From an optimization exercise on the open Yosys and OpenROAD flow, aimed at small area, a short achievable clock period and few clock cycles per item; shortcuts taken in it are not production practice. Function was checked by simulation only, so behaviour that the tests miss may differ from the original. No activity file was given, so power comes from the tool's default toggle rates.

before:
Design constrained_multi_queue_dispatcher_top, start of the top module:
module constrained_multi_queue_dispatcher_top (
   input  logic        clock,
   input  logic        reset,
   input  logic        req_tvalid,
   output logic        req_tready,
   input  logic [23:0] req_tdata,   
   input  logic [2:0]  req_tuser,   
   output logic        rsp_tvalid,
   input  logic        rsp_tready,
   output logic [23:0] rsp_tdata,   
   output logic [2:0]  rsp_tuser,   
   input  logic        csr_valid,
   output logic        csr_ready,
   input  logic [2:0]  csr_index,
   input  logic [19:0] csr_data
);
clock: 6.0 ns
lec_check: 0
cap_margin: 20
core_margin: 2
core_utilization: 40
cts_cluster_diameter: 90
cts_cluster_size: 25
setup_slack_margin: 3.1
slew_margin: 20
run.sh (not shown) runs the stock make flow with config.mk's settings and CLKGATE_MAP_FILE= SYNTH_SCRIPT=/design/flow/synth_recipe.tcl, a recipe that flattens the netlist after the stock synthesis.
Testbench counts of before, summed over its fixed seeds: cycles 12,008, items 12,000.
Edits applied to the flow inputs when going from before to after:
diff --git a/flow/design.v b/flow/design.v
--- a/flow/design.v
+++ b/flow/design.v
@@ -24,22 +24,24 @@
    localparam logic [5:0] RP_FULL  = 6'h1e;   
    logic [3:0]  en_ff;           
    logic [19:0] set_ff [4];
    logic [5:0]  rp_ff  [4];      
    logic [3:0]  empty_ff;        
    logic [3:0]  full_ff;         
    logic [15:0] top_ff [4];      
    logic [7:0]  act_ff [4];
    logic [3:0]  lt_ff;           
    logic [3:0]  nz_ff;           
-   logic [3:0]  wb_we_ff;        
-   logic [15:0] wb_tag_ff [4];   
+   logic        wb_we_ff;        
+   logic [15:0] wb_tag_ff;
+   logic [1:0]  wb_q_ff;
+   logic [4:0]  wb_idx_ff;
    logic        out_v_ff;         
    logic        busy_ff;          
    logic [20:0] out_ff;           
    logic [20:0] hold_ff;          
    logic [1:0]  mode;
    logic        dirty;
    logic [15:0] rtag;
    logic [4:0]  zoom;
    logic [1:0]  qidx;
    assign rtag  = req_tdata[15:0];
@@ -53,39 +55,39 @@
    assign accept     = req_tvalid && out_free;
    assign csr_ready  = 1'b1;
    assign rsp_tvalid = out_v_ff;
    assign rsp_tuser  = out_ff[20:18];
    assign rsp_tdata  = {6'd0, out_ff[15:0], out_ff[17:16]};
    logic [15:0] refill [4];      
    genvar gq;
    generate
       for (gq = 0; gq < 4; gq++) begin : g_stk
          logic [15:0] stk [31];
+         always_ff @(posedge clock) begin
+            if (wb_we_ff && wb_q_ff == 2'(gq)) begin
+               stk[wb_idx_ff] <= wb_tag_ff;
+            end
+         end
          logic [3:0]  lo;
          logic [7:0]  hi;
          logic [30:0] rsel;
          logic [15:0] rd;
          always_comb begin
             for (int i = 0; i < 4; i++) lo[i] = (rp_ff[gq][1:0] == 2'(i));
             for (int i = 0; i < 8; i++) hi[i] = (rp_ff[gq][4:2] == 3'(i));
             for (int i = 0; i < 31; i++) rsel[i] = lo[i % 4] && hi[i / 4];
             rd = 16'd0;
             for (int i = 0; i < 31; i++) begin
                rd = rd | (stk[i] & {16{rsel[i]}});
             end
          end
-         always_ff @(posedge clock) begin
-            for (int i = 0; i < 31; i++) begin
-               if (wb_we_ff[gq] && rsel[i]) stk[i] <= wb_tag_ff[gq];
-            end
-         end
-         assign refill[gq] = wb_we_ff[gq] ? wb_tag_ff[gq] : rd;
+         assign refill[gq] = (wb_we_ff && wb_q_ff == 2'(gq)) ? wb_tag_ff : rd;
       end
    endgenerate
    logic [3:0] take, serve, sub_sel, fet_sel;
    logic [3:0] lt_inc, lt_dec, is1;
    logic [7:0] act_p1 [4];
    logic [5:0] rp_p1  [4];
    logic       sub_hit, fet_hit, cpl_ok;
    logic [1:0] sub_q, fet_q;
    always_comb begin
       for (int q = 0; q < 4; q++) begin
@@ -153,21 +155,21 @@
          en_ff <= 4'b0001;
          for (int q = 0; q < 4; q++) begin
             set_ff[q] <= 20'd19424;
             rp_ff[q]  <= RP_EMPTY;
             empty_ff[q] <= 1'b1;
             full_ff[q]  <= 1'b0;
             act_ff[q] <= 8'd0;
          end
          lt_ff     <= 4'b1111;
          nz_ff     <= 4'b0000;
-         wb_we_ff  <= 4'd0;
+         wb_we_ff  <= 1'b0;
          out_v_ff  <= 1'b0;
          busy_ff   <= 1'b0;
       end else begin
          if (csr_valid && csr_index == 3'd0) begin
             for (int q = 0; q < 4; q++) en_ff[q] <= (csr_data[2:0] > 3'(q));
          end
          for (int q = 0; q < 4; q++) begin
             if (csr_valid && csr_index == 3'(q + 1)) begin
                set_ff[q] <= csr_data;
                lt_ff[q]  <= (act_ff[q] < csr_data[19:12]);
@@ -188,29 +190,29 @@
                   lt_ff[q]  <= lt_inc[q];
                   nz_ff[q]  <= 1'b1;
                end
                if (do_cpl && qidx == 2'(q)) begin
                   act_ff[q] <= act_ff[q] - 8'd1;
                   lt_ff[q]  <= lt_dec[q];
                   nz_ff[q]  <= !is1[q];
                end
             end
          end
-         for (int q = 0; q < 4; q++) begin
-            wb_we_ff[q] <= accept && do_sub && sub_sel[q] && !empty_ff[q];
-         end
+         wb_we_ff <= accept && do_sub && !empty_ff[sub_q];
          if (out_free) out_v_ff <= accept;
          busy_ff <= accept || (busy_ff && !rsp_tready);
       end
    end
    always_ff @(posedge clock) begin
       for (int q = 0; q < 4; q++) begin
          if (accept && do_sub && sub_sel[q]) top_ff[q] <= rtag;
          else if (accept && do_fet && fet_sel[q]) top_ff[q] <= refill[q];
       end
    end
    always_ff @(posedge clock) begin
-      for (int q = 0; q < 4; q++) wb_tag_ff[q] <= top_ff[q];
+      wb_tag_ff <= top_ff[sub_q];
+      wb_q_ff   <= sub_q;
+      wb_idx_ff <= rp_p1[sub_q][4:0];
       out_ff  <= out_free ? res : hold_ff;
       hold_ff <= out_free ? res : out_ff;
    end
 endmodule
### Flow results
Part of the power in the clock network: after vs before down 1.1 points. Summary of after over before: overall power of the completed layout has increased, minimum clock period has increased. For ratio of final minimum period to clock period, after and before come out practically identical. On post-CTS setup buffer count: after sits below before.
Testbench counts of after, summed over its fixed seeds: cycles 12,008, items 12,000.

==> separate check: timing with driven ports <==
The results above use ideal ports. As a check the final layouts listed here were re-extracted and re-timed, cells and wires unchanged. Step 1: set_driving_cell puts a clkbuf_16 on clock and a buf_2 on each other input, an assumption about the parent block. Step 2 times the ports against the registers' clock, not the clock port: input delays grow and output delays shrink by t, the midpoint of the rising clock arrivals with the driver on. a / b / c = no drivers / after step 1 / after step 2; a / b = the first two.
run	t, ns	slack for setup (ns)	worst setup path at the end
before	0.889	2.956 / 2.951 / 2.113	input to register
after	0.907	2.952 / 3.009 / 2.103	input to register
After both steps every run listed still meets setup and hold. The setup slack of after, which loses most, moves by +0.057 ns with the drivers and by -0.849 ns with both steps.
